From an optimization exercise on the open Yosys and OpenROAD flow, aimed at small area and a short achievable clock period; shortcuts taken in it are not production practice.
Function was not checked in any run shown here: the RTL went through the layout flow alone.
Power figures rest on the tool's default switching activity, not on a simulated workload.

## design/flow/run.sh

```bash
#!/bin/bash
# synth_recipe.tcl (not shown) runs the flow's synth.tcl, then flattens the netlist and writes it again
# the make line also repeats each setting of config.mk as NAME=value (left out here)
make -C /OpenROAD-flow-scripts/flow DESIGN_CONFIG=/design/flow/config.mk WORK_HOME=/design/flow/orfs CLKGATE_MAP_FILE= SYNTH_SCRIPT=/design/flow/synth_recipe.tcl finish
```

## design/flow/config.mk

```make
export PLATFORM = sky130hd
export DESIGN_NAME = mode_banks_top
export DESIGN_NICKNAME = mode_banks_top
export VERILOG_FILES = /design/flow/design.v
export SDC_FILE = /design/flow/constraint.sdc
export NUM_CORES = 4
export LEC_CHECK = 0
export CAP_MARGIN = 20
export CORE_MARGIN = 2
export CORE_UTILIZATION = 40
export SLEW_MARGIN = 20
```

## design/flow/constraint.sdc

```tcl
create_clock -name core_clock -period 5.5 [get_ports {clk}]
set_input_delay 1.1000 -clock core_clock [delete_from_list [all_inputs] [get_ports {clk}]]
set_output_delay 1.1000 -clock core_clock [all_outputs]
set_load 0.01 [all_outputs]
```

## design/flow/design.v

```verilog
`default_nettype none
package mode_regs_pkg;
    localparam int num_modes = 4;
    localparam int mode_idx_w = 2;
    localparam int addr_w = 8;
    localparam int data_w = 16;
    localparam int mode_base_addr = 4;
    localparam int regs_per_mode = 8;
    localparam int mode_stride = 9;
    localparam int reg_sample_count = 0;
    localparam int reg_line_count = 1;
    localparam int reg_h_front_porch = 2;
    localparam int reg_h_sync_length = 3;
    localparam int reg_h_blank = 4;
    localparam int reg_v_front_porch = 5;
    localparam int reg_v_sync_length = 6;
    localparam int reg_v_blank = 7;
    localparam int reg_valid = 8;
endpackage
`default_nettype wire
`default_nettype none
package video_timing_pkg;
    localparam int val_w = 16;
    localparam int cfg_w = 8 * val_w;
    localparam int cfg_sample_count  = 112;
    localparam int cfg_line_count    = 96;
    localparam int cfg_h_front_porch = 80;
    localparam int cfg_h_sync_length = 64;
    localparam int cfg_h_blank       = 48;
    localparam int cfg_v_front_porch = 32;
    localparam int cfg_v_sync_length = 16;
    localparam int cfg_v_blank       = 0;
    localparam int meas_samples = 16;
    localparam int meas_lines   = 0;
    localparam int tim_h_total_minus_one = 112;
    localparam int tim_v_total_minus_one = 96;
    localparam int tim_h_blank           = 80;
    localparam int tim_h_sync_start      = 64;
    localparam int tim_h_sync_end        = 48;
    localparam int tim_v_blank           = 32;
    localparam int tim_v_sync_start      = 16;
    localparam int tim_v_sync_end        = 0;
    localparam logic [cfg_w-1:0] default_mode = {
        16'd1280,   
        16'd720,    
        16'd110,    
        16'd40,     
        16'd370,    
        16'd5,      
        16'd5,      
        16'd30      
    };
endpackage
`default_nettype wire
`timescale 1ns/100ps
`default_nettype none
module mode_banks_top (
    input  wire          clk,
    input  wire          rst,
    input  wire          reg_write,
    input  wire [23:0]   reg_wr,             
    input  wire          find_mode_req,
    input  wire [31:0]   meas,               
    output wire [3:0]    mode_match_safe,
    output wire          dirty_modes,
    output wire          mode_change,
    output wire          vid_mode_change,
    output wire [127:0]  timing
);
    wire [7:0]  wr_addr = reg_wr[23:16];
    wire [15:0] wr_data = reg_wr[15:0];
    logic [4*128-1:0] cfg;
    logic [3:0]       valid;
    logic [3:0]       dirty;
    logic             dirty_q;
    logic [3:0]       sel;        
    logic [3:0]       last;
    logic             change;
    logic             vchange;
    logic [127:0]     tim;
    logic [3:0] hit [9];
    always_comb begin
        for (int m = 0; m < 4; m++) begin
            for (int o = 0; o < 9; o++) begin
                hit[o][m] = reg_write && (wr_addr == 8'(4 + 9 * m + o));
            end
        end
    end
    always_ff @(posedge clk) begin
        for (int m = 0; m < 4; m++) begin
            for (int o = 0; o < 8; o++) begin
                if (hit[o][m] && !valid[m]) begin
                    cfg[m*128 + (7-o)*16 +: 16] <= wr_data;
                end
            end
        end
    end
    logic [3:0] valid_n, dirty_n, match_n, sel_n, last_n, keep_n;
    logic       change_n;
    always_comb begin
        for (int m = 0; m < 4; m++) begin
            valid_n[m] = hit[8][m] ? wr_data[0] : valid[m];
            if (hit[8][m] && wr_data[0]) dirty_n[m] = 1'b1;
            else if (change && sel[m])   dirty_n[m] = 1'b0;
            else                         dirty_n[m] = dirty[m];
            match_n[m] = valid[m] &&
                         cfg[m*128 + 112 +: 16] == meas[31:16] &&
                         cfg[m*128 + 96  +: 16] == meas[15:0];
        end
        sel_n[0] = match_n[0];
        sel_n[1] = match_n[1] && !match_n[0];
        sel_n[2] = match_n[2] && !match_n[1] && !match_n[0];
        sel_n[3] = match_n[3] && !match_n[2] && !match_n[1] && !match_n[0];
        last_n = change ? sel : last;
        keep_n = ~last_n | dirty_n;
        change_n = find_mode_req && |(sel_n & keep_n);
    end
    always_ff @(posedge clk or posedge rst) begin
        if (rst) begin
            valid   <= '0;
            dirty   <= '0;
            dirty_q <= 1'b0;
            sel     <= '0;
            last    <= '0;
            change  <= 1'b0;
            vchange <= 1'b0;
        end else begin
            valid   <= valid_n;
            dirty   <= dirty_n;
            dirty_q <= |dirty;
            sel     <= sel_n;
            last    <= last_n;
            change  <= change_n;
            vchange <= change;
        end
    end
    logic [127:0] c;
    always_comb begin
        c = '0;
        for (int m = 0; m < 4; m++) begin
            c = c | ({128{sel[m]}} & cfg[m*128 +: 128]);
        end
    end
    wire [15:0] sc  = c[112 +: 16];
    wire [15:0] lc  = c[96  +: 16];
    wire [15:0] hfp = c[80  +: 16];
    wire [15:0] hsl = c[64  +: 16];
    wire [15:0] hb  = c[48  +: 16];
    wire [15:0] vfp = c[32  +: 16];
    wire [15:0] vsl = c[16  +: 16];
    wire [15:0] vb  = c[0   +: 16];
    wire [127:0] tim_n = {
        16'(sc + hb - 16'd1),
        16'(lc + vb - 16'd1),
        hb,
        16'(sc + hfp),
        16'(sc + hfp + hsl),
        vb,
        16'(lc + vfp),
        16'(lc + vfp + vsl)
    };
    localparam logic [127:0] tim_rst = {
        16'd1649, 16'd749, 16'd370, 16'd1390, 16'd1430, 16'd30, 16'd725, 16'd730
    };
    always_ff @(posedge clk or posedge rst) begin
        if (rst) begin
            tim <= tim_rst;
        end else if (change) begin
            tim <= tim_n;
        end
    end
    assign mode_match_safe = sel;
    assign dirty_modes     = dirty_q;
    assign mode_change     = change;
    assign vid_mode_change = vchange;
    assign timing          = tim;
endmodule
`default_nettype wire
```

==> results of run 1 <==
==> worst paths after layout <==
check,startpoint,slack (ps),end
min,tim[103],480,tim[103]
max reg2reg,sel[2],390,tim[63]
max in group asynchronous,rst,3630,tim[37]
max,sel[2],390,tim[63]
min reg2reg,tim[103],480,tim[103]
min in group asynchronous,rst,910,tim[51]
==> cells by family after synthesis <==
kind of cell             Yosys count
AO/OA/AOI/OAI                    498
XOR/XNOR                         201
adder cells (fa/ha/maj)          123
buffers and inverters            227
flip-flops                       659
multiplexers                      67
AND/OR/NAND/NOR                  433
==> power by group through the flow <==
stage | clock network, mW | logic, mW | registers [mW]
5_1_grt | 5.14 | 0.281 | 5.39
3_3_place_gp | 0 | 0.263 | 5.50
6_report | 4.85 | 0.265 | 5.40
2_1_floorplan | 0 | 0.0847 | 5.49
4_1_cts | 4.93 | 0.266 | 5.40
3_5_place_dp | 0 | 0.266 | 5.50
==> layout by cell type (no fill, tap or decap), types with 16 or more instances in the layout <==
cell and n:
mux2_2 64, a21oi_1 86, xnor2_1 132, o21ai_0 27
dfstp_2 47, buf_4 45, nor4_1 16, nand2_1 145
a221oi_1 37, dfrtp_1 95, nor2_1 121, a22o_1 38
nand4_1 26, clkdlybuf4s50_1 185, inv_1 119, xor2_1 67
clkbuf_16 75, edfxtp_1 512, a21o_1 28, ha_1 117
nor3_1 24, nand3_1 20, a22oi_1 185
==> worst max-delay path, stage by stage, from the launching register on <==
cell and delay, ps:
dfrtp_4 610, buf_4 530, a22oi_1 190, nand2_1 390
ha_1 360, o21ai_1 210, o21a_2 190, nor2_1 60
a21oi_1 280, ha_1 320, o21ai_0 90, a21oi_1 80
o21ai_0 170, nand2b_1 120, a221oi_2 400, o41ai_4 160
a2111oi_1 510, or4b_1 200, nand3_1 90
==> state kept, by name, summed over array words and instances, names as in the netlist <==
signal,cells
change,1
last,4
dirty,4
vchange,1
cfg,512
tim,128
valid,4
dirty_q,1
sel,4
==> through the flow <==
step	total power [mW]	hold WS (ps)
after floorplan	5.579	433.0
after global placement	5.759	465.3
after detailed placement	5.762	474.9
after CTS	10.59	485.8
after global routing	10.81	497.3
final	10.51	479.7
==> area by class of cell <==
| type | count | area [um2] |
|---|---|---|
| Tap cell | 959 | 1200 |
| Sequential cell | 659 | 19130 |
| Inverter | 121 | 459.2 |
| Multi-Input combinational cell | 1322 | 9829 |
| Clock inverter | 42 | 415.4 |
| Fill cell | 6402 | 37950 |
| Timing Repair Buffer | 242 | 2295 |
| Clock buffer | 89 | 1929 |
==> metal layers <==
layer / wire (um) / up-vias / share of wire
met3: 5889 / 106 / 0.068
met1: 37260 / 9704 / 0.43
met4: 2163 / 2 / 0.025
met5: 14 / - / 0.00016
met2: 40880 / 707 / 0.47
li1: - / 8730 / -
==> results.ini, run 1 <==
[run_status]
status=complete, no violations

[synthesis]
synth_top_area_frac=0.5179
ys_types=72
synth_xor_xnor_area_share=0.06002
synth-compound-area-share=0.1218
yosys-top-cells-count=edfxtp_1 (512), a22oi_1 (185), nand2_1 (145)
yosys.cell_count.top_type=edfxtp_1
syn_inst=2208
synth_edf_count=512
netlist_top_cells_area=edfxtp_1 (52%), dfrtp_1 (8.4%), ha_1 (4.9%)
yosysTopAreaCell=edfxtp_1
synth-seq-cells=659
synthArstFlopShare=0.2231
synth_mux_area_frac=0.02571
yosysWarnings=2
synthFlopType=edfxtp_1
syn-cell-area_mm2=0.02969
yosysSeqAreaShare=0.6438
synth_top_family_by_area=compound AO/OA/AOI/OAI gates
syn_avg_cell_area_um2=13.45
yosys.area_share.simple=0.06659
synth_fa_ha_area_frac=0.05336

[drt]
drt_iter0_markers=1940
drcViolationCount=0
vias=19250
routed_via_density=5.605
routed_wl_mm=86.20
drtPass1Iterations=5
ant_nets=0
wl_per_cell_um=25.10

[grt]
met1_usage=0.3106
grt_util_met2=0.3592
grt_max_degree=97
grt_pass1_vias=18900
grt_pass1_wl_mm=126.6
gr-total-overflow=0
gr-usage-all-layers=0.2230
busiest_layer=met2
antenna_found_initial=4
met3_usage=0.03541

[place]
place_inst=3303
portBuffers=194
hpwl_mm=59.23
dpl_cell_area_mm2=0.03291
place_ws_ps=489.7
place_congestion=0.8878

[critical_path]
crit_required_ps=6000
worstPathArrival_ps=5610
path_max_fanout=40
cp-start-kind=flip-flop
path_class=flip-flop to flip-flop
reg2reg_depth=18
end_kind=flip-flop

[pwr]
pwr-share-seq=0.513
ir_worst_vdd_mv=0.1789
switchingPower_mw=2.214
comb_power_share=0.025
clkPwrFrac=0.461
p_int_mw=8.299
power_density_mw_per_mm2=298.1
sw_frac_of_total=0.2106
p_leak_nw=13.21

[timing]
drv_slew=0
rsz0062_at_grt=no
max_freq_mhz=195.8
finalClockSkew_ps=26.18
tightest_slew_ps=1100
final-setup-viol-count=0
timing.final.crit_period_ps=5108
max_slew_margin=0.2656
fin_ws_ps=392.5
tns_ps=0
hold_viol_final=0
fin_crit_sh=0.9286

[floorplan]
die_area_mm2=0.07641
start_util=0.4055
core_mm2=0.07321
io_pins=195
die_h_um=276.4
fp-row-count=99
die_w_um=276.4

[clock_network]
clock-sinks=659
cts_made_buffers=72
clock_latency_ps=630
clkTransAtPathRegs_ps=60
cts.htree.levels=3
hold_buffers=0
cts_buffer_depth=3
cts_tree=done
post_cts_buffers=0
clockRootBuffer=clkbuf_16
cts-resized-gates=0

[finish]
antennaDiodeCount=0
fin_area_mm2=0.03526
syn_to_final_growth_pct=18.77
layout-drive-gt1-share=0.1317
final_util=0.4816
fin_nets=2601
fin_cells=3434

[min_path]
hold_class=flip-flop to flip-flop
hold_depth=2

[run]
drv_cap=0

==> inputs of run 2 (changes only) <==
--- a/design/flow/config.mk
+++ b/design/flow/config.mk
@@ -8,4 +8,5 @@
 export CAP_MARGIN = 20
 export CORE_MARGIN = 2
 export CORE_UTILIZATION = 40
+export SETUP_SLACK_MARGIN = 3.0
 export SLEW_MARGIN = 20
==> run 2 against run 1 <==
Effect of this change: utilization up 8.2 points; global-route usage up 3.1 points; non-clock buffer count up 270; synthesized cell count unchanged; maximum frequency up 20%; largest cell class unchanged; via count up 10%; final cell count up 8.0%; still clean; synthesized area unchanged; hold slack worse by 15 ps; critical path depth up 3; register-to-register slack better by 850 ps.
==> results.ini, run 2 <==
[run_status]
status=complete, no violations

[synthesis]
synth_edf_count=512  ; unchanged
synth_top_area_frac=0.5179  ; unchanged
yosys-top-cells-count=edfxtp_1 (512), a22oi_1 (185), nand2_1 (145)
yosysWarnings=2  ; unchanged
synthArstFlopShare=0.2231  ; unchanged
synth-seq-cells=659  ; unchanged
syn_avg_cell_area_um2=13.45  ; unchanged
yosysTopAreaCell=edfxtp_1
netlist_top_cells_area=edfxtp_1 (52%), dfrtp_1 (8.4%), ha_1 (4.9%)
yosys.cell_count.top_type=edfxtp_1
yosysSeqAreaShare=0.6438  ; unchanged
ys_types=72  ; unchanged
syn-cell-area_mm2=0.02969  ; unchanged
synthFlopType=edfxtp_1
syn_inst=2208  ; unchanged

[finish]
final_cell_mix=edfxtp_1 (512), buf_4 (175), a22oi_1 (145), inv_1 (106), nand2_1 (105)
antennaDiodeCount=0  ; unchanged
syn_to_final_growth_pct=39.01
top_register=cfg
largestRegisters=cfg x512, tim x128
final_util=0.5637  ; +0.08209
fin_nets=2873  ; +10%
fin_cells=3709  ; +8.0%
layout-drive-gt1-share=0.3764  ; +0.2446
fin_area_mm2=0.04127  ; +17%
nFillCells=5692  ; -11%
largest_reg_flops=512  ; unchanged
layout_commonest_cell=edfxtp_1

[timing]
timing.final.crit_period_ps=4261  ; -846.6 ps
tightest_slew_ps=1073  ; -27.57 ps
finalClockSkew_ps=43.28  ; +17.10 ps
final-setup-viol-count=0  ; unchanged
fin_hold_ws_ps=464.8  ; -14.87 ps
max_slew_margin=0.2848  ; +0.01917
fin_crit_sh=0.7747  ; -0.1539
drv_slew=0  ; unchanged
tns_ps=0  ; unchanged
hold_viol_final=0  ; unchanged
max_freq_mhz=234.7  ; +20%
fin_ws_ps=1239  ; +846.6 ps
rsz0062_at_grt=yes

[grt]
gr-total-overflow=0  ; unchanged
grt_max_degree=148  ; +53%
gr-usage-all-layers=0.2537  ; +0.03074
grt_pass1_wl_mm=143.0  ; +13%
grt_pass1_vias=21300  ; +13%
antenna_found_initial=4  ; unchanged

[floorplan]
start_util=0.4055  ; unchanged
die_h_um=276.4  ; unchanged
fp-row-count=99  ; unchanged
core_mm2=0.07321  ; unchanged
io_pins=195  ; unchanged
die_w_um=276.4  ; unchanged
die_area_mm2=0.07641  ; unchanged

[clock_network]
cts_buffer_depth=3  ; unchanged
cts.htree.levels=3  ; unchanged
cts_tree=done
clock_latency_ps=640  ; about the same
hold_buffers=0  ; unchanged
clockRootBuffer=clkbuf_16
cts_made_buffers=74  ; +2.8%
clock-sinks=659  ; unchanged
clkTransAtPathRegs_ps=60  ; about the same

[drt]
drtPass1Iterations=6  ; +1
routed_wl_mm=100.1  ; +16%
wl_per_cell_um=26.99  ; +7.5%
routed_via_density=5.719  ; +2.0%
vias=21210  ; +10%
drcViolationCount=0  ; unchanged
ant_nets=0  ; unchanged
drt_iter0_markers=2100  ; +8.2%

[critical_path]
end_kind=flip-flop
slowest_delay_ps=550  ; -60 ps
path_max_fanout=6  ; -85%
crit_required_ps=5990  ; about the same
slowest_stage=fa_2
r2r_setup_slack_ps=1240  ; +850 ps
path_class=flip-flop to flip-flop
cp-start-kind=flip-flop
timing.critical_path.cells=buf_12, buf_16, a22oi_2, nand2_2, ha_4, inv_2, fa_2, inv_4, buf_6, buf_6, fa_2, a21o_1, a21oi_2, nor2b_1, o21a_1, o41ai_4, o41ai_4, a21o_1, a21oi_2, xnor2_1, mux2_4
worstPathArrival_ps=4750  ; -860 ps
critPathBufInv=6  ; +5
crit_family=compound AO/OA/AOI/OAI gates

[pwr]
power_density_mw_per_mm2=256.4  ; -14%
p_leak_nw=16.20  ; +23%
ir_worst_vdd_mv=0.1794  ; +0.23%
finalPower_mw=10.58  ; +0.66%

[place]
dpl_cell_area_mm2=0.03355  ; +2.0%
place_congestion=0.9138  ; +2.9%
place_ws_ps=767.6  ; +277.9 ps
portBuffers=194  ; unchanged
hpwl_mm=60.34  ; +1.9%
place_inst=3288  ; -0.45%

[run]
drv_cap=0  ; unchanged

[min_path]
hold_class=flip-flop to flip-flop

[run 2: worst paths after layout]
| kind | startpoint | endpoint | cells past startpoint |
|---|---|---|---|
| hold reg to reg | tim[103] | tim[103] | 2 |
| min in group asynchronous | rst | tim[15] | 3 |
| max in group asynchronous | rst | tim[104] | 3 |
| setup / recovery | sel[2] | tim[60] | 21 |
| hold / removal | tim[103] | tim[103] | 2 |
| setup reg to reg | sel[2] | tim[60] | 21 |
[run 2: layer usage]
metal | GRT usage | share of wire | up-vias
met1 | 0.3408 | 0.41 | 10850
li1 | - | - | 9267
met4 | 0.1005 | 0.035 | 2
met3 | 0.04225 | 0.074 | 195
met2 | 0.4114 | 0.48 | 901
met5 | 0 | 0.00013 | -
[run 2: report_power, final]
| part | switching [mW] | internal, mW |
|---|---|---|
| registers | 0.00903 | 5.39 |
| logic | 0.211 | 0.0794 |
| clock network | 2.03 | 2.87 |
[run 2: worst reg2reg max path: cells and delay by family (launching register included)]
| kind | cells | cell delay [ps] |
|---|---|---|
| buf+inv | 6 | 610 |
| simple gates | 2 | 200 |
| xor+xnor | 1 | 80 |
| fa+ha+maj | 3 | 1050 |
| mux | 1 | 260 |
| flops | 1 | 450 |
| compound gates | 8 | 1490 |
[run 2: timing repair]
action,CTS,global route
endpoints found under the setup margin,712,269
resized for setup,626,213
buffers inserted,208,67
pin swaps,158,156
gates cloned,10,0
[run 2: kinds of logic after synthesis]
group | synth area share
AOI/OAI and AO/OA | 0.1218
muxes | 0.02571
xor gates and xnor gates | 0.06002
buffers and inverters | 0.02870
adders and majority gates | 0.05336
and+or+nand+nor | 0.06659
DFF | 0.6438
[run 2: layout make-up]
cell class / count / area, um2 / area share
Clock inverter: 39 / 362.8 / 0.008792
Tap cell: 959 / 1200 / 0.02908
Inverter: 121 / 460.4 / 0.01116
Multi-Input combinational cell: 1322 / 12770 / 0.3095
Clock buffer: 97 / 2041 / 0.04945
Timing Repair Buffer: 512 / 5299 / 0.1284
Sequential cell: 659 / 19130 / 0.4636
==> inputs of run 3 (changes only) <==
--- a/design/flow/design.v
+++ b/design/flow/design.v
@@ -149,15 +149,38 @@
     wire [15:0] vfp = c[32  +: 16];
     wire [15:0] vsl = c[16  +: 16];
     wire [15:0] vb  = c[0   +: 16];
+    function automatic logic [15:0] add16(input logic [15:0] a, input logic [15:0] b);
+        logic [15:0] g, p, gg, pp;
+        g = a & b;
+        p = a ^ b;
+        gg = g;
+        pp = p;
+        for (int d = 1; d < 16; d = d * 2) begin
+            for (int i = 15; i >= d; i--) begin
+                gg[i] = gg[i] | (pp[i] & gg[i-d]);
+                pp[i] = pp[i] & pp[i-d];
+            end
+        end
+        add16 = p ^ {gg[14:0], 1'b0};
+    endfunction
+    function automatic logic [15:0] add3(input logic [15:0] a, input logic [15:0] b, input logic [15:0] c);
+        logic [15:0] s, y;
+        s = a ^ b ^ c;
+        y = (a & b) | (a & c) | (b & c);
+        add3 = add16(s, {y[14:0], 1'b0});
+    endfunction
+    function automatic logic [15:0] add_m1(input logic [15:0] a, input logic [15:0] b);
+        add_m1 = add16(~(a ^ b), {a[14:0] | b[14:0], 1'b0});
+    endfunction
     wire [127:0] tim_n = {
-        16'(sc + hb - 16'd1),
-        16'(lc + vb - 16'd1),
+        add_m1(sc, hb),
+        add_m1(lc, vb),
         hb,
-        16'(sc + hfp),
-        16'(sc + hfp + hsl),
+        add16(sc, hfp),
+        add3(sc, hfp, hsl),
         vb,
-        16'(lc + vfp),
-        16'(lc + vfp + vsl)
+        add16(lc, vfp),
+        add3(lc, vfp, vsl)
     };
     localparam logic [127:0] tim_rst = {
         16'd1649, 16'd749, 16'd370, 16'd1390, 16'd1430, 16'd30, 16'd725, 16'd730
==> run 3 against run 2 <==
Effect of this change: still clean; sequential power hardly changed; sequential share of layout area is 0.21 points lower; clock skew down 8.8 ps; non-clock buffer count unchanged; maximum frequency up 15%; setup slack improved by 560 ps; utilization is 0.60 points lower; design area increased by 0.44%; clock power rose by 1%; first-iteration DRC count is 2.8% lower.
==> results.ini, run 3 <==
[run_status]
status=complete, no violations

[critical_path]
worstPathArrival_ps=4260  ; -490 ps
crit_end=tim[15]
cp-start-kind=flip-flop
end_kind=flip-flop
path_class=flip-flop to flip-flop
crit_required_ps=6060  ; +70 ps
crit_start=sel[0]
r2r_start=sel[0]
r2r_setup_slack_ps=1800  ; +560 ps
path_max_fanout=6  ; unchanged
reg2reg_to=tim[15]
reg2reg_depth=13  ; -38%

[pwr]
switchingPower_mw=2.280  ; +1.5%
clkPwrFrac=0.465  ; +0.003
ir_worst_vdd_mv=0.2713  ; +51%
sw_frac_of_total=0.2143  ; +0.002059
pwr-share-seq=0.507  ; -0.003
power_density_mw_per_mm2=256.6  ; about the same
p_int_mw=8.357  ; +0.27%
comb_power_share=0.028  ; about the same
p_leak_nw=16.01  ; -1.2%

[synthesis]
syn_avg_cell_area_um2=13.45  ; about the same
synthArstFlopShare=0.2231  ; unchanged
yosys-top-cells-count=edfxtp_1 (512), a22oi_1 (168), nand2_1 (137), xnor2_1 (137), nor2_1 (136)
yosysTopAreaCell=edfxtp_1
synth_top_area_frac=0.5127  ; -0.005229
yosysSeqAreaShare=0.6373  ; -0.006500
synthFlopType=edfxtp_1
syn_inst=2229  ; +0.95%
synth-seq-cells=659  ; unchanged
netlist_top_cells_area=edfxtp_1 (51%), dfrtp_1 (8.3%), a22oi_1 (4.2%)
synth_edf_count=512  ; unchanged
yosys.cell_count.top_type=edfxtp_1
ys_types=66  ; -8.3%
yosysWarnings=2  ; unchanged
syn-cell-area_mm2=0.02999  ; +1.0%

[timing]
fin_ws_ps=1796  ; +556.9 ps
tightest_slew_ps=1015  ; -57.59 ps
final-setup-viol-count=0  ; unchanged
hold_viol_final=0  ; unchanged
finalClockSkew_ps=34.52  ; -8.763 ps
tns_ps=0  ; unchanged
fin_crit_sh=0.6734  ; -0.1013
fin_hold_ws_ps=482.8  ; +17.94 ps
max_slew_margin=0.3232  ; +0.03840
max_freq_mhz=270.0  ; +15%
timing.final.crit_period_ps=3704  ; -556.9 ps
drv_slew=0  ; unchanged
rsz0062_at_grt=yes

[finish]
top_register=cfg
antennaDiodeCount=0  ; unchanged
layout_commonest_cell=edfxtp_1
fin_nets=2895  ; +0.77%
layout-drive-gt1-share=0.3537  ; -0.02268
largest_reg_flops=512  ; unchanged
final_cell_mix=edfxtp_1 (512), buf_4 (166), dlygate4sd2_1 (114), a22oi_1 (113), xnor2_1 (105)
largestRegisters=cfg x512, tim x128
syn_to_final_growth_pct=38.21

[drt]
routed_wl_mm=105.8  ; +5.7%
met1Wirelength_mm=41.34  ; +0.68%
drtPass1Iterations=6  ; unchanged
ant_nets=0  ; unchanged
drt_iter0_markers=2041  ; -2.8%
drcViolationCount=0  ; unchanged
vias=21830  ; +2.9%
wl_per_cell_um=28.19  ; +4.5%
routed_via_density=5.815  ; +1.7%
met3_length_mm=9.136  ; +23%
top_layer=met5
route.met2.wl_mm=50.25  ; +4.5%

[clock_network]
cts_buffer_depth=3  ; unchanged
clkTransAtPathRegs_ps=60  ; about the same
cts_tree=done
cts.htree.levels=3  ; unchanged
clock_latency_ps=640  ; about the same
clock-sinks=659  ; unchanged
clockRootBuffer=clkbuf_16
cts_made_buffers=71  ; -4.1%

[floorplan]
die_area_mm2=0.07718  ; +1.0%
start_util=0.4035  ; -0.002009
io_pins=195  ; unchanged
core_mm2=0.07432  ; +1.5%
die_h_um=277.8  ; +0.50%
fp-row-count=100  ; +1.0%
die_w_um=277.8  ; +0.50%

[grt]
grt_pass1_vias=21190  ; -0.51%
gr-total-overflow=0  ; unchanged
gr-usage-all-layers=0.2543  ; +0.0005724
grt_max_degree=148  ; unchanged
grt_pass1_wl_mm=143.7  ; +0.50%
antenna_found_initial=0  ; -4

[min_path]
hold_class=flip-flop to flip-flop

[place]
place_congestion=0.9444  ; +3.3%
portBuffers=194  ; unchanged
place_ws_ps=1221  ; +453.8 ps
hpwl_mm=61.14  ; +1.3%

[run]
drv_cap=0  ; unchanged

## run 3: cell count changes after synthesis, moves of 18 or more
cell | before | now
inv_1 | 120 | 69
ha_1 | 117 | 92
nand2b_1 | 13 | 36
nand3_1 | 20 | 41
clkbuf_1 | 83 | 46
xor2_1 | 67 | 110
a21o_1 | 28 | 10
## run 3: logic make-up after synthesis
group                      count (synthesis)  synth area share
buffers and inverters                    155           0.01978
DFF                                      659            0.6373
adders and majority gates                108           0.04840
and+or+nand+nor                          493           0.07777
muxes                                     67           0.02512
xor gates and xnor gates                 247           0.07213
AOI/OAI and AO/OA                        500            0.1195
## run 3: layer usage
| layer | vias up | global-route usage |
|---|---|---|
| li1 | 9491 | - |
| met1 | 10950 | 0.3370 |
| met2 | 1095 | 0.4158 |
| met3 | 291 | 0.04430 |
| met4 | 2 | 0.1012 |
| met5 | - | 0 |
## run 3: cell type report
class,instances,area [um2]
multi-input cells,1415,12820
repair buffers,512,5639
flip-flops and latches,659,19130
clock inverters,45,530.5
inverters,70,269.0
fillers,5979,32870
clock buffers,84,1846
well taps,969,1212
## run 3: power by group through the flow
stage,clock [mW],combinational (mW),sequential (mW)
after global routing,5.19,0.309,5.39
after CTS,4.99,0.285,5.39
after floorplan,0,0.0801,5.49
after detailed placement,0,0.273,5.49
final,4.95,0.301,5.39
after global placement,0,0.269,5.49
## run 3: timing repair
action | in CTS | in global routing
pin swaps | 115 | 124
setup buffers | 152 | 106
hold buffers | 0 | 0
endpoints found under the setup margin | 751 | 549
gates cloned | 10 | 18
gates resized for setup | 510 | 206
## run 3: worst min path at each step
stage | from | cells past startpoint | end
6_report | tim[48] | 2 | tim[48]
3_5_place_dp | dirty[3] | 1 | dirty_q
5_1_grt | tim[19] | 1 | tim[19]
3_3_place_gp | tim[0] | 2 | tim[0]
2_1_floorplan | change | 0 | vchange
4_1_cts | dirty[3] | 1 | dirty_q
## run 3: critical path, cell delays in order, from the launching register on
cell and delay [ps]:
dfrtp_4 550, buf_12 180, buf_16 150, a22oi_1 230
nand2_2 160, ha_4 300, xor2_1 170, ha_1 250
or3_1 390, a311o_1 310, a31o_1 210, o221a_1 220
or4_1 400, nand3_1 80
## run 3: per-stage QoR
| stage | power (mW) | utilization | cell area, um2 | cells |
|---|---|---|---|---|
| floorplan | 5.570 | - | 31060 | 2229 |
| global placement | 5.760 | 0.4559 | 33880 | 3338 |
| detailed placement | 5.764 | 0.4560 | 33890 | 3339 |
| CTS | 10.66 | 0.5283 | 39260 | 3630 |
| global route | 10.89 | 0.5577 | 41450 | 3754 |
| finish | 10.64 | 0.5577 | 41450 | 3754 |
==> inputs of run 4 (changes only) <==
--- a/design/flow/design.v
+++ b/design/flow/design.v
@@ -54,6 +54,152 @@
 `default_nettype wire
 `timescale 1ns/100ps
 `default_nettype none
+module mb_aoi21 (
+    input  wire a,
+    input  wire b,
+    input  wire c,
+    output wire y
+);
+    assign y = ~(a | (b & c));
+endmodule
+module mb_oai21 (
+    input  wire a,
+    input  wire b,
+    input  wire c,
+    output wire y
+);
+    assign y = ~(a & (b | c));
+endmodule
+module mb_nand2 (
+    input  wire a,
+    input  wire b,
+    output wire y
+);
+    assign y = ~(a & b);
+endmodule
+module mb_nor2 (
+    input  wire a,
+    input  wire b,
+    output wire y
+);
+    assign y = ~(a | b);
+endmodule
+module mb_xor2 (
+    input  wire a,
+    input  wire b,
+    output wire y
+);
+    assign y = a ^ b;
+endmodule
+module mb_xnor2 (
+    input  wire a,
+    input  wire b,
+    output wire y
+);
+    assign y = ~(a ^ b);
+endmodule
+module mb_or2 (
+    input  wire a,
+    input  wire b,
+    output wire y
+);
+    assign y = a | b;
+endmodule
+module mb_fa (
+    input  wire a,
+    input  wire b,
+    input  wire c,
+    output wire s,
+    output wire y
+);
+    assign s = a ^ b ^ c;
+    assign y = (a & b) | (a & c) | (b & c);
+endmodule
+module mb_add16 (
+    input  wire [15:0] a,
+    input  wire [15:0] b,
+    output wire [15:0] s
+);
+    wire [15:0] g [5];
+    wire [15:0] t [5];
+    wire [15:0] p;
+    for (genvar i = 0; i < 16; i++) begin : g_pg
+        mb_nand2 i_g (.a(a[i]), .b(b[i]), .y(g[0][i]));
+        mb_nor2  i_t (.a(a[i]), .b(b[i]), .y(t[0][i]));
+        mb_xor2  i_p (.a(a[i]), .b(b[i]), .y(p[i]));
+    end
+    for (genvar k = 1; k <= 4; k++) begin : g_lvl
+        localparam int D = 1 << (k - 1);
+        for (genvar i = 0; i < 16; i++) begin : g_bit
+            if (i < D) begin : g_done
+                assign g[k][i] = g[k-1][i];
+                assign t[k][i] = t[k-1][i];
+            end else begin : g_cell
+                localparam int PI = k % 2;
+                localparam int NL = $clog2(i - D + 1);
+                localparam int PL = (1 + ((k - 1) < NL ? (k - 1) : NL)) % 2;
+                wire gl = (PL == PI) ? g[k-1][i-D] : ~g[k-1][i-D];
+                if (PI == 0) begin : g_aoi
+                    mb_aoi21 i_g (.a(g[k-1][i]), .b(t[k-1][i]), .c(gl), .y(g[k][i]));
+                    if (i >= 2 * D) begin : g_t
+                        mb_nand2 i_t (.a(t[k-1][i]), .b(t[k-1][i-D]), .y(t[k][i]));
+                    end else begin : g_nt
+                        assign t[k][i] = 1'b0;
+                    end
+                end else begin : g_oai
+                    mb_oai21 i_g (.a(g[k-1][i]), .b(t[k-1][i]), .c(gl), .y(g[k][i]));
+                    if (i >= 2 * D) begin : g_t
+                        mb_nor2 i_t (.a(t[k-1][i]), .b(t[k-1][i-D]), .y(t[k][i]));
+                    end else begin : g_nt
+                        assign t[k][i] = 1'b0;
+                    end
+                end
+            end
+        end
+    end
+    assign s[0] = p[0];
+    for (genvar i = 1; i < 16; i++) begin : g_sum
+        localparam int NL = $clog2(i);
+        if (((1 + NL) % 2) == 0) begin : g_pos
+            mb_xor2  i_s (.a(p[i]), .b(g[4][i-1]), .y(s[i]));
+        end else begin : g_neg
+            mb_xnor2 i_s (.a(p[i]), .b(g[4][i-1]), .y(s[i]));
+        end
+    end
+endmodule
+module timing_calc (
+    input  wire [127:0] cfg,
+    output wire [127:0] tim
+);
+    wire [15:0] sc  = cfg[112 +: 16];
+    wire [15:0] lc  = cfg[96  +: 16];
+    wire [15:0] hfp = cfg[80  +: 16];
+    wire [15:0] hsl = cfg[64  +: 16];
+    wire [15:0] hb  = cfg[48  +: 16];
+    wire [15:0] vfp = cfg[32  +: 16];
+    wire [15:0] vsl = cfg[16  +: 16];
+    wire [15:0] vb  = cfg[0   +: 16];
+    wire [15:0] ht_s, ht_c, vt_s, vt_c, he_s, he_y, ve_s, ve_y;
+    for (genvar i = 0; i < 16; i++) begin : g_csa
+        mb_xnor2 i_hts (.a(sc[i]), .b(hb[i]), .y(ht_s[i]));
+        mb_or2   i_htc (.a(sc[i]), .b(hb[i]), .y(ht_c[i]));
+        mb_xnor2 i_vts (.a(lc[i]), .b(vb[i]), .y(vt_s[i]));
+        mb_or2   i_vtc (.a(lc[i]), .b(vb[i]), .y(vt_c[i]));
+        mb_fa    i_he  (.a(sc[i]), .b(hfp[i]), .c(hsl[i]), .s(he_s[i]), .y(he_y[i]));
+        mb_fa    i_ve  (.a(lc[i]), .b(vfp[i]), .c(vsl[i]), .s(ve_s[i]), .y(ve_y[i]));
+    end
+    wire [15:0] h_total, v_total, h_sync_start, h_sync_end, v_sync_start, v_sync_end;
+    mb_add16 i_ht  (.a(ht_s), .b({ht_c[14:0], 1'b0}),.s(h_total));
+    mb_add16 i_vt  (.a(vt_s), .b({vt_c[14:0], 1'b0}),.s(v_total));
+    mb_add16 i_hss (.a(sc),   .b(hfp),                .s(h_sync_start));
+    mb_add16 i_hse (.a(he_s), .b({he_y[14:0], 1'b0}), .s(h_sync_end));
+    mb_add16 i_vss (.a(lc),   .b(vfp),                .s(v_sync_start));
+    mb_add16 i_vse (.a(ve_s), .b({ve_y[14:0], 1'b0}), .s(v_sync_end));
+    assign tim = {h_total, v_total, hb, h_sync_start, h_sync_end, vb, v_sync_start, v_sync_end};
+endmodule
+`default_nettype wire
+`timescale 1ns/100ps
+`default_nettype none
 module mode_banks_top (
     input  wire          clk,
     input  wire          rst,
@@ -141,47 +287,8 @@
             c = c | ({128{sel[m]}} & cfg[m*128 +: 128]);
         end
     end
-    wire [15:0] sc  = c[112 +: 16];
-    wire [15:0] lc  = c[96  +: 16];
-    wire [15:0] hfp = c[80  +: 16];
-    wire [15:0] hsl = c[64  +: 16];
-    wire [15:0] hb  = c[48  +: 16];
-    wire [15:0] vfp = c[32  +: 16];
-    wire [15:0] vsl = c[16  +: 16];
-    wire [15:0] vb  = c[0   +: 16];
-    function automatic logic [15:0] add16(input logic [15:0] a, input logic [15:0] b);
-        logic [15:0] g, p, gg, pp;
-        g = a & b;
-        p = a ^ b;
-        gg = g;
-        pp = p;
-        for (int d = 1; d < 16; d = d * 2) begin
-            for (int i = 15; i >= d; i--) begin
-                gg[i] = gg[i] | (pp[i] & gg[i-d]);
-                pp[i] = pp[i] & pp[i-d];
-            end
-        end
-        add16 = p ^ {gg[14:0], 1'b0};
-    endfunction
-    function automatic logic [15:0] add3(input logic [15:0] a, input logic [15:0] b, input logic [15:0] c);
-        logic [15:0] s, y;
-        s = a ^ b ^ c;
-        y = (a & b) | (a & c) | (b & c);
-        add3 = add16(s, {y[14:0], 1'b0});
-    endfunction
-    function automatic logic [15:0] add_m1(input logic [15:0] a, input logic [15:0] b);
-        add_m1 = add16(~(a ^ b), {a[14:0] | b[14:0], 1'b0});
-    endfunction
-    wire [127:0] tim_n = {
-        add_m1(sc, hb),
-        add_m1(lc, vb),
-        hb,
-        add16(sc, hfp),
-        add3(sc, hfp, hsl),
-        vb,
-        add16(lc, vfp),
-        add3(lc, vfp, vsl)
-    };
+    wire [127:0] tim_n;
+    timing_calc i_timing_calc (.cfg(c), .tim(tim_n));
     localparam logic [127:0] tim_rst = {
         16'd1649, 16'd749, 16'd370, 16'd1390, 16'd1430, 16'd30, 16'd725, 16'd730
     };
--- a/design/flow/config.mk
+++ b/design/flow/config.mk
@@ -10,3 +10,5 @@
 export CORE_UTILIZATION = 40
 export SETUP_SLACK_MARGIN = 3.0
 export SLEW_MARGIN = 20
+export SYNTH_HIERARCHICAL = 1
+export SYNTH_MINIMUM_KEEP_SIZE = 0
==> run 4 against run 3 <==
Effect of this change: register-to-register slack better by 680 ps; critical path type unchanged; largest cell class unchanged; utilization is 0.24 points higher; design area increased by 5.0%; clock skew shrank 7.6 ps; maximum frequency rose by 22%; global-route usage is 1.1 points lower; total power fell by 0.65%; hold slack better by 4.8 ps; die area is 4.9% higher.
==> results.ini, run 4 <==
[timing]
timing.final.crit_period_ps=3026  ; -678.1 ps
fin_crit_sh=0.5502  ; -0.1233
finalClockSkew_ps=26.88  ; -7.642 ps
tns_ps=0  ; unchanged
max_freq_mhz=330.5  ; +22%
rsz0062_at_grt=yes
tightest_slew_ps=932.6  ; -82.69 ps
hold_viol_final=0  ; unchanged
final-setup-viol-count=0  ; unchanged
drv_slew=0  ; unchanged
max_slew_margin=0.3783  ; +0.05513

[critical_path]
slowest_delay_ps=640  ; +90 ps
path_max_fanout=8  ; +2
crit_required_ps=6000  ; -60 ps
crit_start=sel[1]
end_kind=flip-flop
critPathBufInv=2  ; unchanged
r2r_start=sel[1]
timing.critical_path.cells=buf_12, clkbuf_16, a22oi_2, nand2_4, fa_2, nor2_4, nor2_4, nand2_1, o21ai_2, a21oi_2, xnor2_1, mux2_2
crit_family=adder cells
path_class=flip-flop to flip-flop
slowest_stage=fa_2
worstPathArrival_ps=3520  ; -740 ps
crit_top_cell=nor2_4
reg2reg_to=tim[11]
r2r_setup_slack_ps=2470  ; +680 ps
cp-start-kind=flip-flop
reg2reg_depth=12  ; -1

[clock_network]
clock_latency_ps=630  ; about the same
cts_made_buffers=73  ; +2.8%
cts_buffer_depth=3  ; unchanged
cts.htree.levels=3  ; unchanged
cts_tree=done
clkTransAtPathRegs_ps=60  ; about the same
clock-sinks=659  ; unchanged
hold_buffers=0  ; unchanged
clockRootBuffer=clkbuf_16

[finish]
fin_nets=3047  ; +5.3%
top_register=cfg
syn_to_final_growth_pct=38.33  ; about the same
fin_cells=4058  ; +8.1%
layout_commonest_cell=edfxtp_1
largestRegisters=cfg x512, tim x128
layout-drive-gt1-share=0.4861  ; +0.1324
final_util=0.5601  ; +0.002385
final_cell_mix=edfxtp_1 (512), xor2_1 (195), buf_4 (181), nand2_1 (156), a22oi_2 (152)
largest_reg_flops=512  ; unchanged

[floorplan]
io_pins=195  ; unchanged
die_w_um=284.5  ; +2.4%
start_util=0.4049  ; +0.001356
die_h_um=284.5  ; +2.4%
fp-row-count=102  ; +2.0%
core_mm2=0.07772  ; +4.6%
die_area_mm2=0.08093  ; +4.9%

[drt]
wl_per_cell_um=24.99  ; -11%
drcViolationCount=0  ; unchanged
vias=22310  ; +2.2%
drtPass1Iterations=5  ; -1
drt_iter0_markers=2052  ; +0.54%
ant_nets=0  ; unchanged
routed_wl_mm=101.4  ; -4.2%
routed_via_density=5.497  ; -5.5%

[min_path]
hold_class=flip-flop to flip-flop
hold_end=last[0]
min_from=last[0]
hold_depth=2  ; unchanged

[synthesis]
yosys.cell_count.top_type=edfxtp_1
ys_types=43  ; -35%
yosys-top-cells-count=edfxtp_1 (512), nand2_1 (303), a22oi_1 (256)
synth-seq-cells=659  ; unchanged
syn_avg_cell_area_um2=12.59  ; -6.4%
synth_top_area_frac=0.4886  ; -0.02407
synth_edf_count=512  ; unchanged
yosysTopAreaCell=edfxtp_1
synthArstFlopShare=0.2231  ; unchanged
yosysSeqAreaShare=0.6074  ; -0.02993
netlist_top_cells_area=edfxtp_1 (49%), dfrtp_1 (8.0%), a22oi_1 (6.1%)
yosysWarnings=9  ; +7
synthFlopType=edfxtp_1
syn_inst=2500  ; +12%
syn-cell-area_mm2=0.03147  ; +4.9%

[pwr]
p_leak_nw=16.46  ; +2.8%
ir_worst_vdd_mv=0.2162  ; -20%
power_density_mw_per_mm2=242.8  ; -5.4%

[run]
drv_cap=0  ; unchanged

[place]
place_inst=3649  ; +9.3%
portBuffers=194  ; unchanged
hpwl_mm=62.16  ; +1.7%
place_congestion=0.8928  ; -5.5%

[grt]
grt_max_degree=148  ; unchanged
grt_pass1_wl_mm=146.6  ; +2.0%
gr-usage-all-layers=0.2430  ; -0.01126
gr-total-overflow=0  ; unchanged
antenna_found_initial=7  ; +7
grt_pass1_vias=22590  ; +6.6%

[run_status]
status=complete, no violations

-- run 4: per-module statistics from Yosys (local to each module, per instance) --
module | cells inside | flip-flops and latches | area, um2 | copies in the design
mb_add16 | 5 | 0 | 22.52 | 6
mb_or2 | 1 | 0 | 6.256 | 30
timing_calc | 33 | 0 | 244.0 | 1
mb_aoi21 | 1 | 0 | 8.758 | 120
mb_oai21 | 1 | 0 | 5.005 | 150
mode_banks_top | 1527 | 659 | 25200 | 1
mb_xor2 | 1 | 0 | 8.758 | 126
mb_xnor2 | 1 | 0 | 8.758 | 92
mb_fa | 1 | 0 | 20.02 | 32
mb_nand2 | 1 | 0 | 3.754 | 156
mb_nor2 | 1 | 0 | 3.754 | 204
-- run 4: stage by stage --
step	setup WS, ps	total power, mW	cell area (um2)	hold slack, ps
floorplan	2591	5.589	32930	433.0
CTS	2504	10.65	41910	486.7
global route	2379	10.88	43520	499.3
global placement	1476	5.773	35310	469.9
finish	2474	10.57	43530	487.6
detailed placement	1436	5.778	35330	470.4
-- run 4: layout make-up --
type	count	area [um2]
multi-input cells	1704	15520
inverters	32	123.9
repair buffers	485	5072
fillers	6203	34190
flip-flops and latches	659	19130
clock inverters	48	400.4
diodes	4	10.01
well taps	1040	1301
clock buffers	86	1969
-- run 4: worst max-delay path by stage --
stage	to	slack [ps]	cells after the start
floorplan	change	2590	1
global placement	cfg[291]	1480	5
detailed placement	cfg[291]	1440	5
CTS	tim[59]	2500	13
global route	tim[107]	2380	13
finish	tim[11]	2470	12
-- run 4: cells by family after synthesis --
logic type,count (synthesis),share of synthesized area
and+or+nand+nor,647,0.08596
DFF,659,0.6074
buffers and inverters,144,0.02179
AOI/OAI and AO/OA,542,0.1219
adders and majority gates,32,0.02036
other,1,0.0001192
muxes,129,0.04616
xor gates and xnor gates,346,0.09630
-- run 4: repair_timing --
action                     in CTS  in global routing
cloned                         12                  7
setup endpoints to repair     743                512
pin swaps                     243                176
resized for setup             783                290
setup buffers                 189                 63
-- run 4: where the power goes --
group | switching [mW] | internal [mW] | leakage, nW | total, mW
Sequential | 0.00671 | 5.38 | 6.45 | 5.39
Clock | 2.03 | 2.84 | 1.18 | 4.88
Combinational | 0.215 | 0.0847 | 8.83 | 0.299
Total | 2.25 | 8.31 | 16.5 | 10.6
-- run 4: worst register-to-register path: stages, from the launching register on --
cell	delay [ps]
dfrtp_4	520
buf_12	190
clkbuf_16	200
a22oi_2	210
nand2_4	170
fa_2	650
nor2_4	80
nor2_4	160
nand2_1	140
o21ai_2	150
a21oi_2	50
xnor2_1	130
mux2_2	270
-- run 4: routing by layer --
metal	vias to the layer above	wire (um)	track usage
li1	10010	-	-
met2	832	47680	0.3866
met3	164	7525	0.04358
met1	11300	42910	0.3356
met5	-	13	0
met4	2	3284	0.08276
==> inputs of run 5 (changes only) <==
--- a/design/flow/design.v
+++ b/design/flow/design.v
@@ -105,6 +105,14 @@
 );
     assign y = a | b;
 endmodule
+module mb_maj3 (
+    input  wire a,
+    input  wire b,
+    input  wire c,
+    output wire y
+);
+    assign y = (a & b) | (a & c) | (b & c);
+endmodule
 module mb_fa (
     input  wire a,
     input  wire b,
@@ -112,8 +120,10 @@
     output wire s,
     output wire y
 );
-    assign s = a ^ b ^ c;
-    assign y = (a & b) | (a & c) | (b & c);
+    wire x;
+    mb_xor2 i_x (.a(a), .b(b), .y(x));
+    mb_xor2 i_s (.a(x), .b(c), .y(s));
+    mb_maj3 i_y (.a(a), .b(b), .c(c), .y(y));
 endmodule
 module mb_add16 (
     input  wire [15:0] a,
@@ -224,6 +234,9 @@
     logic             change;
     logic             vchange;
     logic [127:0]     tim;
+    logic [3:0]       ld;         
+    logic [3:0]       ldx;        
+    logic             hold;       
     logic [3:0] hit [9];
     always_comb begin
         for (int m = 0; m < 4; m++) begin
@@ -232,12 +245,22 @@
             end
         end
     end
-    always_ff @(posedge clk) begin
-        for (int m = 0; m < 4; m++) begin
-            for (int o = 0; o < 8; o++) begin
-                if (hit[o][m] && !valid[m]) begin
-                    cfg[m*128 + (7-o)*16 +: 16] <= wr_data;
-                end
+    for (genvar m = 0; m < 4; m++) begin : g_mode
+        for (genvar o = 0; o < 8; o++) begin : g_field
+            wire        we = hit[o][m] && !valid[m];
+            wire [15:0] d;
+            wire        wn = !we;
+            for (genvar b = 0; b < 16; b++) begin : g_bit
+                mb_hold1 i_hold (
+                    .we  (we),
+                    .wen (wn),
+                    .wd  (wr_data[b]),
+                    .q   (cfg[m*128 + (7-o)*16 + b]),
+                    .d   (d[b])
+                );
+            end
+            always_ff @(posedge clk) begin
+                cfg[m*128 + (7-o)*16 +: 16] <= d;
             end
         end
     end
@@ -270,6 +293,8 @@
             last    <= '0;
             change  <= 1'b0;
             vchange <= 1'b0;
+            ld      <= '0;
+            hold    <= 1'b1;
         end else begin
             valid   <= valid_n;
             dirty   <= dirty_n;
@@ -278,13 +303,19 @@
             last    <= last_n;
             change  <= change_n;
             vchange <= change;
+            ld      <= sel_n & {4{change_n}};
+            hold    <= !change_n;
         end
     end
+    always_ff @(posedge clk) begin
+        ldx <= sel_n & {4{change_n}};
+    end
     logic [127:0] c;
     always_comb begin
         c = '0;
         for (int m = 0; m < 4; m++) begin
-            c = c | ({128{sel[m]}} & cfg[m*128 +: 128]);
+            c[127:64] = c[127:64] | ({64{ld[m]}}  & cfg[m*128 + 64 +: 64]);
+            c[63:0]   = c[63:0]   | ({64{ldx[m]}} & cfg[m*128 +: 64]);
         end
     end
     wire [127:0] tim_n;
@@ -295,7 +326,7 @@
     always_ff @(posedge clk or posedge rst) begin
         if (rst) begin
             tim <= tim_rst;
-        end else if (change) begin
+        end else if (!hold) begin
             tim <= tim_n;
         end
     end
@@ -305,4 +336,13 @@
     assign vid_mode_change = vchange;
     assign timing          = tim;
 endmodule
+module mb_hold1 (
+    input  wire we,
+    input  wire wen,
+    input  wire wd,
+    input  wire q,
+    output wire d
+);
+    assign d = (we & wd) | (wen & q);
+endmodule
 `default_nettype wire
--- a/design/flow/config.mk
+++ b/design/flow/config.mk
@@ -8,7 +8,7 @@
 export CAP_MARGIN = 20
 export CORE_MARGIN = 2
 export CORE_UTILIZATION = 40
-export SETUP_SLACK_MARGIN = 3.0
+export SETUP_SLACK_MARGIN = 2.8
 export SLEW_MARGIN = 20
 export SYNTH_HIERARCHICAL = 1
 export SYNTH_MINIMUM_KEEP_SIZE = 0
==> run 5 against run 4 <==
Effect of this change: die area is 0.19% higher; maximum frequency is 1.7% lower; total power is 3.6% higher; final cell count is 17% higher; global-route usage is 2.9 points higher; hold slack worse by 17 ps; largest cell class is now multi-input gates; synthesized area is 0.19% higher; register-to-register slack worse by 50 ps; sequential share of layout area is 11 points lower; design area is 0.53% higher.
==> results.ini, run 5 <==
[synthesis]
syn_inst=3134  ; +25%
yosysWarnings=9  ; unchanged
syn-cell-area_mm2=0.03153  ; +0.19%
syn_avg_cell_area_um2=10.06  ; -20%

[timing]
finalClockSkew_ps=35.77  ; +8.887 ps
max_freq_mhz=324.8  ; -1.7%
hold_viol_final=0  ; unchanged
final-setup-viol-count=0  ; unchanged
fin_hold_ws_ps=470.9  ; -16.74 ps
tns_ps=0  ; unchanged
drv_slew=0  ; unchanged
fin_ws_ps=2422  ; -52.61 ps
rsz0062_at_grt=yes
tightest_slew_ps=1162  ; +229.1 ps
fin_crit_sh=0.5597  ; +0.009565
max_slew_margin=0.2255  ; -0.1528
timing.final.crit_period_ps=3079  ; +52.61 ps

[critical_path]
slowest_stage=dfrtp_4
critPathBufInv=4  ; +2
crit_family=XOR/XNOR gates
worstPathArrival_ps=3590  ; +70 ps
crit_required_ps=6010  ; about the same
timing.critical_path.cells=buf_8, buf_12, a22oi_2, nand2_4, xor2_1, xor2_1, buf_4, buf_4, nor2_4, nor2_2, nand2_1, o21ai_1, a21oi_2, xnor2_1, mux2_2
end_kind=flip-flop
slowest_delay_ps=500  ; -140 ps
path_max_fanout=6  ; -2
cp-start-kind=flip-flop
path_class=flip-flop to flip-flop

[drt]
drtPass1Iterations=6  ; +1
drcViolationCount=0  ; unchanged
routed_via_density=5.855  ; +6.5%
drt_iter0_markers=2644  ; +29%
wl_per_cell_um=24.46  ; -2.1%
ant_nets=0  ; unchanged
vias=27760  ; +24%
routed_wl_mm=115.9  ; +14%

[min_path]
hold_class=flip-flop to flip-flop

[finish]
largest_reg_flops=512  ; unchanged
layout_commonest_cell=a22o_1
top_register=cfg
syn_to_final_growth_pct=38.80
fin_nets=3697  ; +21%
layout-drive-gt1-share=0.3709  ; -0.1152
largestRegisters=cfg x512, tim x128
multi_input_area_mm2=0.01988  ; +28%
fin_cells=4741  ; +17%
final_cell_mix=a22o_1 (513), dfxtp_1 (512), nand2_1 (227), xor2_1 (210), buf_4 (204)
nFillCells=6439  ; +3.8%
ff_latch_area_mm2=0.01423  ; -26%

[grt]
grt_pass1_vias=27060  ; +20%
antenna_found_initial=3  ; -4
grt_pass1_wl_mm=170.3  ; +16%
gr-usage-all-layers=0.2722  ; +0.02924
grt_max_degree=153  ; +3.4%
gr-total-overflow=0  ; unchanged

[run]
drv_cap=0  ; unchanged

[pwr]
power_density_mw_per_mm2=250.1  ; +3.0%
p_leak_nw=18.83  ; +14%
ir_worst_vdd_mv=0.2050  ; -5.2%

[clock_network]
clkTransAtPathRegs_ps=60  ; about the same
cts_tree=done
clock_latency_ps=640  ; about the same
cts.htree.levels=3  ; unchanged
cts_made_buffers=75  ; +2.7%
clockRootBuffer=clkbuf_16
hold_buffers=0  ; unchanged
clock-sinks=668  ; +1.4%
cts_buffer_depth=3  ; unchanged

[place]
place_ws_ps=1523  ; +87.18 ps
place_congestion=0.9109  ; +2.0%
portBuffers=194  ; unchanged
hpwl_mm=69.74  ; +12%
place_inst=4298  ; +18%

[floorplan]
fp-row-count=102  ; unchanged
core_mm2=0.07772  ; unchanged
io_pins=195  ; unchanged
die_area_mm2=0.08108  ; +0.19%
die_w_um=284.7  ; about the same
die_h_um=284.7  ; about the same
start_util=0.4056  ; +0.0007727

[run_status]
status=complete, no violations

run 5: what timing repair did:
action,4_1_cts,5_1_grt
gates resized for setup,642,334
gates cloned,11,5
endpoints found under the setup margin,641,561
buffers inserted,214,72
pin swaps,186,155
run 5: path summary, 6_finish.rpt:
kind	slack, ps	start	end	depth (start not counted)
min reg2reg	470	cfg[313]	cfg[313]	1
max	2420	ld[1]	tim[60]	15
max in group asynchronous	3600	rst	ld[0]	3
max reg2reg	2420	ld[1]	tim[60]	15
min in group asynchronous	1070	rst	tim[126]	3
min	470	cfg[313]	cfg[313]	1
run 5: per-stage QoR:
step                      utilization  power (mW)  cell area (um2)
after global placement         0.4441       5.783            34520
after floorplan                     -       5.517            31610
final                          0.5631       10.95            43760
after CTS                      0.5344       10.96            41530
after detailed placement       0.4441       5.787            34520
after global routing           0.5630       11.26            43760
run 5: power breakdown:
| group | leakage (nW) | switching [mW] | total [mW] | internal (mW) |
|---|---|---|---|---|
| clock | 1.26 | 2.16 | 5.19 | 3.04 |
| combinational | 11.5 | 0.316 | 0.560 | 0.244 |
| sequential | 6.05 | 0.142 | 5.19 | 5.05 |
run 5: layout make-up:
type,count,area share
diodes,2,0.0001144
clock buffers,119,0.05438
clock inverters,20,0.003946
inverters,65,0.008777
multi-input cells,2294,0.4544
flip-flops and latches,668,0.3252
well taps,1040,0.02973
repair buffers,528,0.1227
repair inverters,5,0.0007434
run 5: layer usage:
metal	vias up	wire (um)	global-route usage
li1	12540	-	-
met1	13710	48400	0.3733
met2	1240	53220	0.4290
met3	269	9678	0.04464
met4	2	4631	0.1061
met5	-	16	0
run 5: worst register-to-register path, delay by kind of cell, from the launching register on:
family	cells	cell delay (ps)
AO/OA/AOI/OAI	3	500
XOR/XNOR	3	600
buffers and inverters	4	580
flip-flops	1	500
multiplexers	1	260
AND/OR/NAND/NOR	4	500
==> inputs of run 6 (changes only) <==
--- a/design/flow/config.mk
+++ b/design/flow/config.mk
@@ -7,7 +7,7 @@
 export LEC_CHECK = 0
 export CAP_MARGIN = 20
 export CORE_MARGIN = 2
-export CORE_UTILIZATION = 40
+export CORE_UTILIZATION = 55
 export SETUP_SLACK_MARGIN = 2.8
 export SLEW_MARGIN = 20
 export SYNTH_HIERARCHICAL = 1
==> run 6 against run 5 <==
Effect of this change: still clean on timing, DRC and antenna; hold slack about the same; maximum frequency decreased by 2.3%; via count rose by 3.3%; wire length shrank 1.0%; register-to-register slack worse by 70 ps.
==> results.ini, run 6 <==
[pwr]
p_leak_nw=18.42  ; -2.1%
ir_worst_vdd_mv=0.2356  ; +15%
power_density_mw_per_mm2=250.2  ; about the same

[floorplan]
core_mm2=0.05650  ; -27%
io_pins=195  ; unchanged
die_h_um=243.4  ; -15%
die_area_mm2=0.05925  ; -27%
fp-row-count=87  ; -15%
die_w_um=243.4  ; -15%
start_util=0.5581  ; +0.1524

[synthesis]
syn-cell-area_mm2=0.03153  ; unchanged
syn_avg_cell_area_um2=10.06  ; unchanged
yosysWarnings=9  ; unchanged
syn_inst=3134  ; unchanged

[finish]
largestRegisters=cfg x512, tim x128
top_register=cfg
fin_nets=3666  ; -0.84%
syn_to_final_growth_pct=36.08
antennaDiodeCount=0  ; -2
layout-drive-gt1-share=0.3623  ; -0.008565
largest_reg_flops=512  ; unchanged
ff_latch_area_mm2=0.01423  ; about the same
final_cell_mix=a22o_1 (513), dfxtp_1 (512), nand2_1 (215), buf_4 (211), xor2_1 (209)
multi_input_area_mm2=0.01992  ; +0.20%
nFillCells=3713  ; -42%
fin_area_mm2=0.04290  ; -2.0%
layout_commonest_cell=a22o_1

[timing]
timing.final.crit_period_ps=3150  ; +71.78 ps
max_slew_margin=0.2848  ; +0.05929
final-setup-viol-count=0  ; unchanged
fin_crit_sh=0.5728  ; +0.01305
hold_viol_final=0  ; unchanged
tns_ps=0  ; unchanged
drv_slew=0  ; unchanged
max_freq_mhz=317.4  ; -2.3%
tightest_slew_ps=1073  ; -88.94 ps
rsz0062_at_grt=yes
finalClockSkew_ps=32.85  ; -2.914 ps
fin_hold_ws_ps=470.7  ; -0.1900 ps

[clock_network]
clock_latency_ps=630  ; about the same
cts.htree.levels=3  ; unchanged
cts_tree=done
clockRootBuffer=clkbuf_16
cts_buffer_depth=3  ; unchanged
hold_buffers=0  ; unchanged
cts_made_buffers=72  ; -4.0%
clkTransAtPathRegs_ps=70  ; about the same
clock-sinks=668  ; unchanged

[critical_path]
crit_required_ps=6010  ; about the same
worstPathArrival_ps=3660  ; +70 ps
cp-start-kind=flip-flop
end_kind=flip-flop
path_max_fanout=9  ; +3
path_class=flip-flop to flip-flop

[drt]
vias=28670  ; +3.3%
drt_iter0_markers=3040  ; +15%
routed_via_density=6.485  ; +11%
ant_nets=0  ; unchanged
drcViolationCount=0  ; unchanged
routed_wl_mm=114.8  ; -1.0%
wl_per_cell_um=25.96  ; +6.2%
drtPass1Iterations=8  ; +2

[grt]
gr-usage-all-layers=0.3611  ; +0.08882
antenna_found_initial=2  ; -1
grt_pass1_wl_mm=165.3  ; -3.0%
grt_pass1_vias=27390  ; +1.2%
grt_max_degree=129  ; -16%
gr-total-overflow=0  ; unchanged

[place]
portBuffers=194  ; unchanged
hpwl_mm=69.02  ; -1.0%
dpl_cell_area_mm2=0.03422  ; -0.86%
place_congestion=0.9602  ; +5.4%

[run_status]
status=complete, no violations

[run]
drv_cap=0  ; unchanged

[min_path]
hold_class=flip-flop to flip-flop

[run 6: repair_timing]
action                                 CTS  global route
setup endpoints to repair              670           553
endpoints found under the hold margin    0             0
pin swaps                              182           162
cloned                                   7             5
resized for setup                      602           361
setup buffers                          191            72
[run 6: power breakdown]
part	internal, mW	switching, mW
Clock	2.91	2.07
Combinational	0.251	0.318
Sequential	5.05	0.142
[run 6: final timing paths]
check / from / endpoint / slack, ps / cells past startpoint
setup / recovery: ld[2] / tim[62] / 2350 / 14
hold / removal: cfg[12] / cfg[12] / 470 / 1
setup reg to reg: ld[2] / tim[62] / 2350 / 14
hold reg to reg: cfg[12] / cfg[12] / 470 / 1
max in group asynchronous: rst / valid[1] / 3840 / 3
min in group asynchronous: rst / tim[119] / 990 / 3
[run 6: layout make-up]
| cell class | count | area share |
|---|---|---|
| clock inverters | 24 | 0.005862 |
| repair inverters | 5 | 0.0008749 |
| clock buffers | 109 | 0.05080 |
| well taps | 756 | 0.02205 |
| repair buffers | 499 | 0.1147 |
| flip-flops and latches | 668 | 0.3317 |
| inverters | 65 | 0.009653 |
| multi-input cells | 2295 | 0.4644 |
[run 6: layer usage]
layer / part of all wire / track usage
met1: 0.40 / 0.4917
met2: 0.45 / 0.5507
met3: 0.096 / 0.06698
met4: 0.054 / 0.1812
met5: 0.00010 / 0
[run 6: critical path, stage by stage, from the launching register on]
cell     delay [ps]
dfrtp_4         590
buf_4           200
a22oi_2         210
nand2_4         210
xor2_2          240
xor2_1          310
buf_4           200
nor2_4           50
buf_4           140
o21ai_2         170
a21oi_2          90
o21ai_1         160
a21oi_2          60
xnor2_1         130
mux2_2          260
[run 6: stage by stage]
step | worst slack [ps] | power, mW | utilization | std cells
2_1_floorplan | 2522 | 5.517 | - | 3141
3_3_place_gp | 1531 | 5.768 | 0.6058 | 4013
3_5_place_dp | 1486 | 5.787 | 0.6058 | 4013
4_1_cts | 2289 | 10.73 | 0.7187 | 4344
5_1_grt | 2308 | 11.04 | 0.7594 | 4421
6_report | 2350 | 10.74 | 0.7594 | 4421
==> inputs of run 7 (changes only) <==
--- a/design/flow/design.v
+++ b/design/flow/design.v
@@ -146,7 +146,8 @@
                 assign t[k][i] = t[k-1][i];
             end else begin : g_cell
                 localparam int PI = k % 2;
-                localparam int NL = $clog2(i - D + 1);
+                localparam int J = i - D;
+                localparam int NL = J >= 8 ? 4 : J >= 4 ? 3 : J >= 2 ? 2 : J;
                 localparam int PL = (1 + ((k - 1) < NL ? (k - 1) : NL)) % 2;
                 wire gl = (PL == PI) ? g[k-1][i-D] : ~g[k-1][i-D];
                 if (PI == 0) begin : g_aoi
@@ -169,7 +170,8 @@
     end
     assign s[0] = p[0];
     for (genvar i = 1; i < 16; i++) begin : g_sum
-        localparam int NL = $clog2(i);
+        localparam int J = i - 1;
+        localparam int NL = J >= 8 ? 4 : J >= 4 ? 3 : J >= 2 ? 2 : J;
         if (((1 + NL) % 2) == 0) begin : g_pos
             mb_xor2  i_s (.a(p[i]), .b(g[4][i-1]), .y(s[i]));
         end else begin : g_neg
--- a/design/flow/config.mk
+++ b/design/flow/config.mk
@@ -7,8 +7,7 @@
 export LEC_CHECK = 0
 export CAP_MARGIN = 20
 export CORE_MARGIN = 2
-export CORE_UTILIZATION = 55
-export SETUP_SLACK_MARGIN = 2.8
+export CORE_UTILIZATION = 40
 export SLEW_MARGIN = 20
 export SYNTH_HIERARCHICAL = 1
 export SYNTH_MINIMUM_KEEP_SIZE = 0
==> run 7 against run 6 <==
Effect of this change: setup slack lost 720 ps; still clean; sequential power is essentially flat; clock power grew 4%; first-iteration DRC count shrank 24%; hold slack lost 2.8 ps; wire length shrank 11%; global-route usage shrank 12 points; clock-buffer cell count shrank 4; critical path depth shrank 2; final cell count grew 0.34%.
==> results.ini, run 7 <==
[place]
place_congestion=0.9231  ; -3.9%
hpwl_mm=69.94  ; +1.3%
portBuffers=194  ; unchanged
dpl_cell_area_mm2=0.03447  ; +0.73%

[finish]
ff_latch_area_mm2=0.01421  ; -0.15%
fin_area_mm2=0.03701  ; -14%
syn_to_final_growth_pct=17.38
multi_input_area_mm2=0.01654  ; -17%
largestRegisters=cfg x512, tim x128
final_util=0.4761  ; -0.2833
antennaDiodeCount=0  ; unchanged
largest_reg_flops=512  ; unchanged
top_register=cfg
final_cell_mix=a22o_1 (513), dfxtp_1 (512), nand2_1 (330), a22oi_1 (256), xor2_1 (256)
nFillCells=7310  ; +97%
layout-drive-gt1-share=0.1525  ; -0.2098
fin_nets=3397  ; -7.3%
layout_commonest_cell=a22o_1

[clock_network]
cts_tree=done
cts-resized-gates=0  ; -100%
clock-sinks=668  ; unchanged
cts.htree.levels=3  ; unchanged
post_cts_buffers=0  ; -100%
hold_buffers=0  ; unchanged
clock_latency_ps=630  ; about the same
clkTransAtPathRegs_ps=60  ; about the same
clockRootBuffer=clkbuf_16
cts_made_buffers=75  ; +4.2%
cts_buffer_depth=3  ; unchanged

[drt]
vias=25450  ; -11%
drtPass1Iterations=5  ; -3
routed_wl_mm=101.8  ; -11%
wl_per_cell_um=22.94  ; -12%
ant_nets=0  ; unchanged
routed_via_density=5.737  ; -12%
drcViolationCount=0  ; unchanged
drt_iter0_markers=2320  ; -24%

[floorplan]
die_w_um=284.7  ; +17%
fp-row-count=102  ; +17%
io_pins=195  ; unchanged
start_util=0.4056  ; -0.1524
die_h_um=284.7  ; +17%
core_mm2=0.07772  ; +38%
die_area_mm2=0.08108  ; +37%

[run]
drv_cap=0  ; unchanged

[timing]
max_freq_mhz=258.1  ; -19%
tns_ps=0  ; unchanged
fin_crit_sh=0.7045  ; +0.1317
fin_hold_ws_ps=467.9  ; -2.830 ps
drv_slew=0  ; unchanged
finalClockSkew_ps=19.87  ; -12.98 ps
rsz0062_at_grt=no
final-setup-viol-count=0  ; unchanged
max_slew_margin=0.2436  ; -0.04119
hold_viol_final=0  ; unchanged
timing.final.crit_period_ps=3875  ; +724.4 ps
tightest_slew_ps=1135  ; +61.79 ps

[critical_path]
crit_required_ps=6000  ; about the same
crit_family=simple AND/OR/NAND/NOR gates
r2r_setup_slack_ps=1630  ; -720 ps
slowest_stage=dfrtp_2
reg2reg_to=tim[15]
critPathBufInv=1  ; -2
slowest_delay_ps=770  ; +180 ps
crit_end=tim[15]
end_kind=flip-flop
crit_cells=12  ; -2
path_max_fanout=40  ; +31
timing.critical_path.cells=buf_4, a22oi_1, nand2_1, xor2_1, xor2_1, nor2_1, nor2_1, nand2_1, o21ai_1, a21oi_2, xnor2_1, mux2_2
cp-start-kind=flip-flop
crit_start=ld[3]
path_class=flip-flop to flip-flop
reg2reg_depth=12  ; -2
worstPathArrival_ps=4370  ; +710 ps
r2r_start=ld[3]

[grt]
grt_pass1_wl_mm=155.4  ; -5.9%
antenna_found_initial=1  ; -1
gr-total-overflow=0  ; unchanged
grt_max_degree=86  ; -33%
grt_pass1_vias=24670  ; -9.9%
gr-usage-all-layers=0.2459  ; -0.1152

[synthesis]
syn_avg_cell_area_um2=10.06  ; unchanged
syn-cell-area_mm2=0.03153  ; unchanged
syn_inst=3134  ; unchanged
yosysWarnings=9  ; unchanged

[run_status]
status=complete, no violations

[pwr]
finalPower_mw=10.86  ; +1.2%
ir_worst_vdd_mv=0.1971  ; -16%
p_leak_nw=15.86  ; -14%
power_density_mw_per_mm2=293.5  ; +17%

[min_path]
hold_class=flip-flop to flip-flop

run 7: layout make-up:
cell class | count | area share
Multi-Input combinational cell | 2293 | 0.4470
Sequential cell | 668 | 0.3839
Timing Repair Buffer | 234 | 0.05876
Clock buffer | 105 | 0.05815
Tap cell | 1040 | 0.03516
Clock inverter | 31 | 0.01031
Inverter | 65 | 0.006728
run 7: how the worst min path moves through the flow:
| stage | start | endpoint | slack, ps | cells past startpoint |
|---|---|---|---|---|
| 2_1_floorplan | change | vchange | 430 | 0 |
| 3_3_place_gp | cfg[388] | cfg[388] | 450 | 1 |
| 3_5_place_dp | cfg[387] | cfg[387] | 450 | 1 |
| 4_1_cts | cfg[130] | cfg[130] | 470 | 1 |
| 5_1_grt | cfg[425] | cfg[425] | 480 | 1 |
| 6_report | cfg[175] | cfg[175] | 470 | 1 |
run 7: stage by stage:
step	cells	worst slack [ps]
finish	4436	1625
global route	4436	1412
CTS	4436	1727
detailed placement	4300	1402
global placement	4300	1436
floorplan	3141	386.3
run 7: layer usage:
layer | share of wire | GRT usage
met4 | 0.029 | 0.07750
met2 | 0.46 | 0.3892
met1 | 0.46 | 0.3472
met3 | 0.059 | 0.03264
met5 | 0 | 0
run 7: where the power goes:
group          internal, mW  leakage, nW  switching [mW]
registers              5.05         6.06           0.132
clock network          3.07         1.24            2.09
logic                 0.224         8.56           0.291

Re-timed with assumed drivers on the ports (clkbuf_16 on the clock, buf_2 on other inputs), run 7 has 1.625 ns of setup slack against 1.625 ns with ideal ports, and 1.320 ns once port delays also move by the mid clock arrival of 0.681 ns.
